This design comes from an exercise in tuning for small area on the open sky130 flow, not from production work.
Only simulation tests tie the RTL to the original design; equivalence was not proved.

### flow/run.sh
#!/bin/bash
# synth_recipe.tcl (not shown) runs the flow's synth.tcl, then flattens the netlist and writes it again
# the make line also repeats each setting of config.mk as NAME=value (left out here)
make -C /OpenROAD-flow-scripts/flow DESIGN_CONFIG=/design/flow/config.mk WORK_HOME=/design/flow/orfs CLKGATE_MAP_FILE= SYNTH_SCRIPT=/design/flow/synth_recipe.tcl finish
### flow/config.mk
export PLATFORM = sky130hd
export DESIGN_NAME = skin_box_overlay_top
export DESIGN_NICKNAME = skin_box_overlay_top
export VERILOG_FILES = /design/flow/design.v
export SDC_FILE = /design/flow/constraint.sdc
export NUM_CORES = 4
export LEC_CHECK = 0
export CAP_MARGIN = 20
export CORE_MARGIN = 2
export CORE_UTILIZATION = 30
export SLEW_MARGIN = 20
### flow/constraint.sdc
create_clock -name core_clock -period 10.0 [get_ports {clk}]
set_input_delay 2.0000 -clock core_clock [delete_from_list [all_inputs] [get_ports {clk}]]
set_output_delay 2.0000 -clock core_clock [all_outputs]
set_load 0.01 [all_outputs]
### flow/design.v
module skin_box_overlay_top (
    input  logic        clk,
    input  logic        reset,
    input  logic        vsync_i,
    input  logic        href_i,
    input  logic        pix_stb_i,
    input  logic [7:0]  u_i,
    input  logic [7:0]  v_i,
    input  logic [7:0]  u_ref_i,
    input  logic [7:0]  v_ref_i,
    input  logic [15:0] area_thresh_i,
    input  logic        mode_i,
    input  logic [9:0]  draw_x_i,
    input  logic [9:0]  draw_y_i,
    input  logic [6:0]  luma_i,
    output logic [6:0]  red_o,
    output logic [6:0]  green_o,
    output logic [6:0]  blue_o
);
    logic       href_q, vsync_q;
    logic [1:0] xc;
    logic [7:0] xo;
    logic [1:0] yr;
    logic [7:0] yo;
    logic       hit_stb, fe, stale, latch;
    logic [2:0] fcnt;
    logic href_fall, vsync_rise, x_in, y_in, pix_cnt, chroma_match, pix_hit;
    logic [8:0] du, dv;
    assign href_fall  = href_q & ~href_i;
    assign vsync_rise = vsync_i & ~vsync_q;
    assign x_in       = ~((xc == 2'd3) && (xo == 8'd159));
    assign y_in       = (yr != 2'd3);
    assign pix_cnt    = pix_stb_i & href_i & x_in;
    assign du = {1'b0, u_i} - {1'b0, u_ref_i};
    assign dv = {1'b0, v_i} - {1'b0, v_ref_i};
    assign chroma_match = ((du[8] ? (~du[7:0] + 8'd1) : du[7:0]) <= 8'd16) &&
                          ((dv[8] ? (~dv[7:0] + 8'd1) : dv[7:0]) <= 8'd16);
    assign pix_hit = pix_cnt & y_in & chroma_match;
    always_ff @(posedge clk or posedge reset) begin
        if (reset) begin
            href_q  <= 1'b0;
            vsync_q <= 1'b0;
            xc      <= 2'd0;
            xo      <= 8'd255;
            yr      <= 2'd0;
            yo      <= 8'd0;
            hit_stb <= 1'b0;
            fe      <= 1'b0;
            stale   <= 1'b0;
            latch   <= 1'b0;
            fcnt    <= 3'd0;
        end else begin
            href_q  <= href_i;
            vsync_q <= vsync_i;
            hit_stb <= pix_hit;
            fe      <= vsync_rise;
            stale   <= fe;
            latch   <= fe && (fcnt == 3'd4);
            if (fe) fcnt <= (fcnt == 3'd4) ? 3'd0 : fcnt + 3'd1;
            if (href_fall) begin
                xc <= 2'd0;
                xo <= 8'd255;
            end else if (pix_cnt) begin
                if (xo == 8'd159) begin
                    xc <= xc + 2'd1;
                    xo <= 8'd0;
                end else begin
                    xo <= xo + 8'd1;
                end
            end
            if (vsync_rise) begin
                yr <= 2'd0;
                yo <= 8'd0;
            end else if (href_fall && y_in) begin
                if (yo == 8'd159) begin
                    yr <= yr + 2'd1;
                    yo <= 8'd0;
                end else begin
                    yo <= yo + 8'd1;
                end
            end
        end
    end
    logic [1:0]      k;
    logic [3:0]      act_v, a_v, b_v;
    logic [3:0][7:0] act_mnx, act_mxx, act_mny, act_mxy;
    logic [3:0][7:0] a_mnx, a_mxx, a_mny, a_mxy;
    logic [3:0][7:0] b_mnx, b_mxx, b_mny, b_mxy;
    logic       shift;
    logic       upd;
    logic       empty_sel;
    logic [7:0] cur_mnx, cur_mxx;
    logic       lt_x, gt_x;
    assign shift     = ~fe & ~stale & y_in & (yr != k);
    assign upd       = hit_stb & ~fe;
    assign empty_sel = ~act_v[xc] | stale;
    assign cur_mnx   = act_mnx[xc];
    assign cur_mxx   = act_mxx[xc];
    assign lt_x      = xo < cur_mnx;
    assign gt_x      = xo > cur_mxx;
    always_ff @(posedge clk or posedge reset) begin
        if (reset) begin
            k     <= 2'd0;
            act_v <= 4'd0;
            a_v   <= 4'd0;
            b_v   <= 4'd0;
        end else if (stale) begin
            k     <= 2'd0;
            a_v   <= 4'd0;
            b_v   <= 4'd0;
            act_v <= 4'd0;
            if (hit_stb) act_v[xc] <= 1'b1;
        end else if (shift) begin
            k     <= k + 2'd1;
            a_v   <= act_v;
            b_v   <= a_v;
            act_v <= 4'd0;
        end else if (upd) begin
            act_v[xc] <= 1'b1;
        end
    end
    always_ff @(posedge clk) begin
        if (shift) begin
            a_mnx <= act_mnx;
            a_mxx <= act_mxx;
            a_mny <= act_mny;
            a_mxy <= act_mxy;
            b_mnx <= a_mnx;
            b_mxx <= a_mxx;
            b_mny <= a_mny;
            b_mxy <= a_mxy;
        end
        if (upd) begin
            if (empty_sel || lt_x) act_mnx[xc] <= xo;
            if (empty_sel || gt_x) act_mxx[xc] <= xo;
            if (empty_sel)         act_mny[xc] <= yo;
            act_mxy[xc] <= yo;
        end
    end
    logic [1:0]           s_k;
    logic [2:0][3:0]      s_v;
    logic [2:0][3:0][7:0] s_mnx, s_mxx, s_mny, s_mxy;
    always_ff @(posedge clk or posedge reset) begin
        if (reset) begin
            s_k <= 2'd0;
            s_v <= '0;
        end else if (latch) begin
            s_k <= k;
            s_v <= {b_v, a_v, act_v};
        end
    end
    always_ff @(posedge clk) begin
        if (latch) begin
            s_mnx <= {b_mnx, a_mnx, act_mnx};
            s_mxx <= {b_mxx, a_mxx, act_mxx};
            s_mny <= {b_mny, a_mny, act_mny};
            s_mxy <= {b_mxy, a_mxy, act_mxy};
        end
    end
    logic [15:0] thr_q;
    always_ff @(posedge clk) thr_q <= area_thresh_i;
    logic [4:0] dxh, dyh;
    logic [2:0] dcol;
    logic [2:0] drow;
    logic [2:0] dxo_hi, dyo_hi;
    logic [7:0] dx, dy;
    logic [1:0] p;
    logic       d_in;
    assign dxh = draw_x_i[9:5];
    assign dyh = draw_y_i[9:5];
    assign dcol   = 3'(dxh / 5'd5);
    assign dxo_hi = 3'(dxh % 5'd5);
    assign drow   = 3'(dyh / 5'd5);
    assign dyo_hi = 3'(dyh % 5'd5);
    assign dx = {dxo_hi, draw_x_i[4:0]};
    assign dy = {dyo_hi, draw_y_i[4:0]};
    assign p  = s_k - drow[1:0];
    assign d_in = (dcol < 3'd4) && (drow < 3'd3) && (p != 2'd3);
    logic       bv;
    logic [7:0] mnx, mxx, mny, mxy;
    always_comb begin
        bv  = 1'b0;
        mnx = '0;
        mxx = '0;
        mny = '0;
        mxy = '0;
        if (p != 2'd3) begin
            bv  = s_v[p][dcol[1:0]];
            mnx = s_mnx[p][dcol[1:0]];
            mxx = s_mxx[p][dcol[1:0]];
            mny = s_mny[p][dcol[1:0]];
            mxy = s_mxy[p][dcol[1:0]];
        end
    end
    logic [7:0]  bw, bh;
    logic [15:0] barea;
    logic [15:0] thr_eff;
    logic        keep, on_edge, paint;
    assign bw      = mxx - mnx + 8'd1;
    assign bh      = mxy - mny + 8'd1;
    assign barea   = bw * bh;
    assign thr_eff = (thr_q == 16'd0) ? 16'd16 : thr_q;
    assign keep    = barea >= thr_eff;
    assign on_edge = (((dy == mny) || (dy == mxy)) && (dx >= mnx) && (dx <= mxx)) ||
                     (((dx == mnx) || (dx == mxx)) && (dy >= mny) && (dy <= mxy));
    assign paint   = mode_i & d_in & bv & keep & on_edge;
    logic [6:0] g_q;
    logic       paint_q;
    always_ff @(posedge clk or posedge reset) begin
        if (reset) begin
            g_q     <= 7'd0;
            paint_q <= 1'b0;
        end else begin
            g_q     <= paint ? 7'd0 : luma_i;
            paint_q <= paint;
        end
    end
    assign red_o   = g_q | {7{paint_q}};
    assign green_o = g_q;
    assign blue_o  = g_q;
endmodule
==> results.json <==
{
  "drive_gt1_share_pct": 17.11,
  "synth_cell_types": 85,
  "cts_tree": "yes",
  "worst_slack_ps": -1206,
  "die_x_um": 359.7,
  "path_class": "in2reg",
  "drv_slew": 0,
  "wl_per_cell_um": 18.93,
  "cp.required_ps": 10570,
  "io_pins": 102,
  "dpl_cell_area_um2": 42520,
  "yosys_most_used_dff": "edfxtp_1",
  "yosys.cell_count.top_type": "edfxtp_1",
  "gp_congestion": 0.8204,
  "root_buffer": "clkbuf_16",
  "ys_ff_latch": 849,
  "path_clk_slew_ps": 60,
  "crit_top_cell": "buf_4",
  "placed_cells": 4780,
  "hold_buffers": 0,
  "port_buffers": 101,
  "final_nets": 3569,
  "tightestPinTransition_ps": 1215,
  "synth.area.top_cells": "edfxtp_1 (61%), ha_1 (5.1%), nand2_1 (4.6%)",
  "worstHoldPathType": "reg2reg",
  "clock_latency_ps": 660,
  "max_stage_delay_ps": 330,
  "fin_cells": 5016,
  "critPathLaunchType": "primary input",
  "syn-num-nets": 3230,
  "finalCritPeriodShare_pct": 112.1,
  "drt_iter0_markers": 2295,
  "cts_sinks": 849,
  "areaGrowthSynthToFinish_pct": 22.62,
  "netlist_instances": 2953,
  "synth_largest_area_cell": "edfxtp_1",
  "hold_depth": 0,
  "final_area_um2": 46550,
  "fillCellCount": 11980,
  "drc": 0,
  "synth_seq_area_share_pct": 65.90,
  "status": "complete, but fails checks",
  "setup_viol": 8,
  "drtPass1Iterations": 6,
  "final_antenna_net_count": 0,
  "grt_pass1_vias": 24300,
  "row_count": 130,
  "worst_setup_path_end_kind": "flop",
  "synth_top_area_share_pct": 60.75,
  "crit_slowest_cell": "a311o_1",
  "synth_common_cells": "edfxtp_1 (768), nand2_1 (467), inv_1 (266), nand3_1 (202), ha_1 (156)",
  "grt_max_degree": 181,
  "drt_wl_total_um": 94930,
  "maxCapViolCount": 0,
  "ys_warn_count": 1,
  "diodes": 0,
  "fmax_mhz": 89.23,
  "via_per_inst": 4.853,
  "slew-limit-headroom_pct": 19.02,
  "clock_path_buffers": 3,
  "die_area_um2": 129400,
  "syn_area_per_cell_um2": 12.86,
  "syn_area_um2": 37960,
  "multi_input_area_um2": 11910,
  "numCtsBuffers": 88,
  "finClkSkew_ps": 26.74,
  "vias": 24340,
  "so_faults": "negative setup slack",
  "hpwl_um": 60240,
  "seq_area_um2": 25020,
  "die_y_um": 359.7,
  "h-tree-depth": 3,
  "crit_fanout": 8,
  "cp.arrival_ps": 11780,
  "core_um2": 125600,
  "grtUsageTotal_pct": 14.43,
  "grt_pass1_wl_um": 145700,
  "hold_slack_ps": 406.3,
  "fin_setup_tns_ps": -9581,
  "period_needed_ps": 11210,
  "initial_utilization_pct": 30.23,
  "gr-total-overflow": 0,
  "finalHoldViolCount": 0,
  "rsz0062_at_grt": "yes",
  "synth_edf_count": 768,
  "grt_antenna_before_repair": 2,
  "reg2reg_depth": 64,
  "synth-async-reset-ratio_pct": 7.656
}
-- flip-flops by register name (all words and copies together), names as in the netlist, 96 cells and up --
name	cells
s_mxx	96
s_mxy	96
s_mnx	96
s_mny	96
-- cells by family after synthesis --
logic type	count (synthesis)	share of synthesized area, %
buffers and inverters	405	4.146
multiplexers	46	1.826
AND/OR/NAND/NOR	910	10.92
flip-flops	849	65.90
AO/OA/AOI/OAI	493	8.592
XOR/XNOR	54	1.361
adder cells (fa/ha/maj)	196	7.251
-- critical path, delay by kind of cell --
family | cells | cell delay (ps)
AOI/OAI and AO/OA | 10 | 1700
xor gates and xnor gates | 2 | 340
adders and majority gates | 3 | 690
buffers and inverters | 51 | 6310
and+or+nand+nor | 7 | 680
-- metrics by stage --
stage	utilization, %	setup WS [ps]
floorplan	-	-1386
global placement	33.87	-2099
detailed placement	33.87	-2320
CTS	36.85	-1023
global route	37.07	-1448
finish	37.07	-1206
-- layout by cell type, fill, tap and decap left out, drive strengths merged, types with 40 or more instances in the layout --
cell type / n
a21oi: 53
o21ai: 129
edfxtp: 768
nor2: 52
nand2: 468
nand2b: 41
inv: 271
dfrtp: 57
fa: 40
ha: 156
buf: 288
and2: 43
o22ai: 120
clkdlybuf4s50: 94
nand3: 202
clkbuf: 105
-- per-layer routing --
| layer | global-route usage [%] | share of wire (%) | vias to the layer above |
|---|---|---|---|
| li1 | - | - | 11410 |
| met1 | 20.12 | 45 | 12000 |
| met2 | 23.18 | 46 | 767 |
| met3 | 2.333 | 6.0 | 164 |
| met4 | 4.095 | 2.5 | 2 |
| met5 | 0 | 0.017 | - |
-- timing repair --
action,in CTS,in global routing
cloned,1,1
hold endpoints to repair,0,0
pin swaps,47,54
gates resized for setup,80,41
setup endpoints to repair,8,8
buffers inserted,60,9
-- worst paths after layout --
check,start,endpoint,slack (ps)
max,draw_y_i[6],g_q[1],-1210
min reg2reg,b_mny[15],s_mny[79],410
min,b_mny[15],s_mny[79],410
max reg2reg,s_k[0],g_q[1],1000
min in group asynchronous,reset,g_q[0],1950
max in group asynchronous,reset,latch,7360
-- layout make-up --
type | instances | share of cell area, %
Clock buffer | 102 | 4.932
Multi-Input combinational cell | 1699 | 25.58
Sequential cell | 849 | 53.75
Inverter | 266 | 2.145
Clock inverter | 62 | 1.535
Tap cell | 1650 | 4.435
Timing Repair Buffer | 388 | 7.620

==> separate check: timing with driven ports <==
How much do the figures lean on ideal ports? The routed layout below was timed once more, with nothing changed but the port constraints.
Step 1 assumes that a clkbuf_16 drives the clock port and a buf_2 every other input.
Step 2 adds t to the input delays and takes it off the output delays; t is the mean of the earliest and latest rising clock arrival at the registers after step 1. Input paths then give back, and output paths get back, about the clock's delay inside the block.
Slacks: ideal / step 1 / step 2; pairs: ideal / step 1.
t (ns): 0.716
setup slack, ns: -1.206 / -1.171 / -1.887
worst setup path after step 2: input to register
slew at the worst register clock pin (ns): 0.06 / 0.06
For this run, drivers alone change the setup slack by +0.035 ns; drivers and shift together by -0.681 ns.
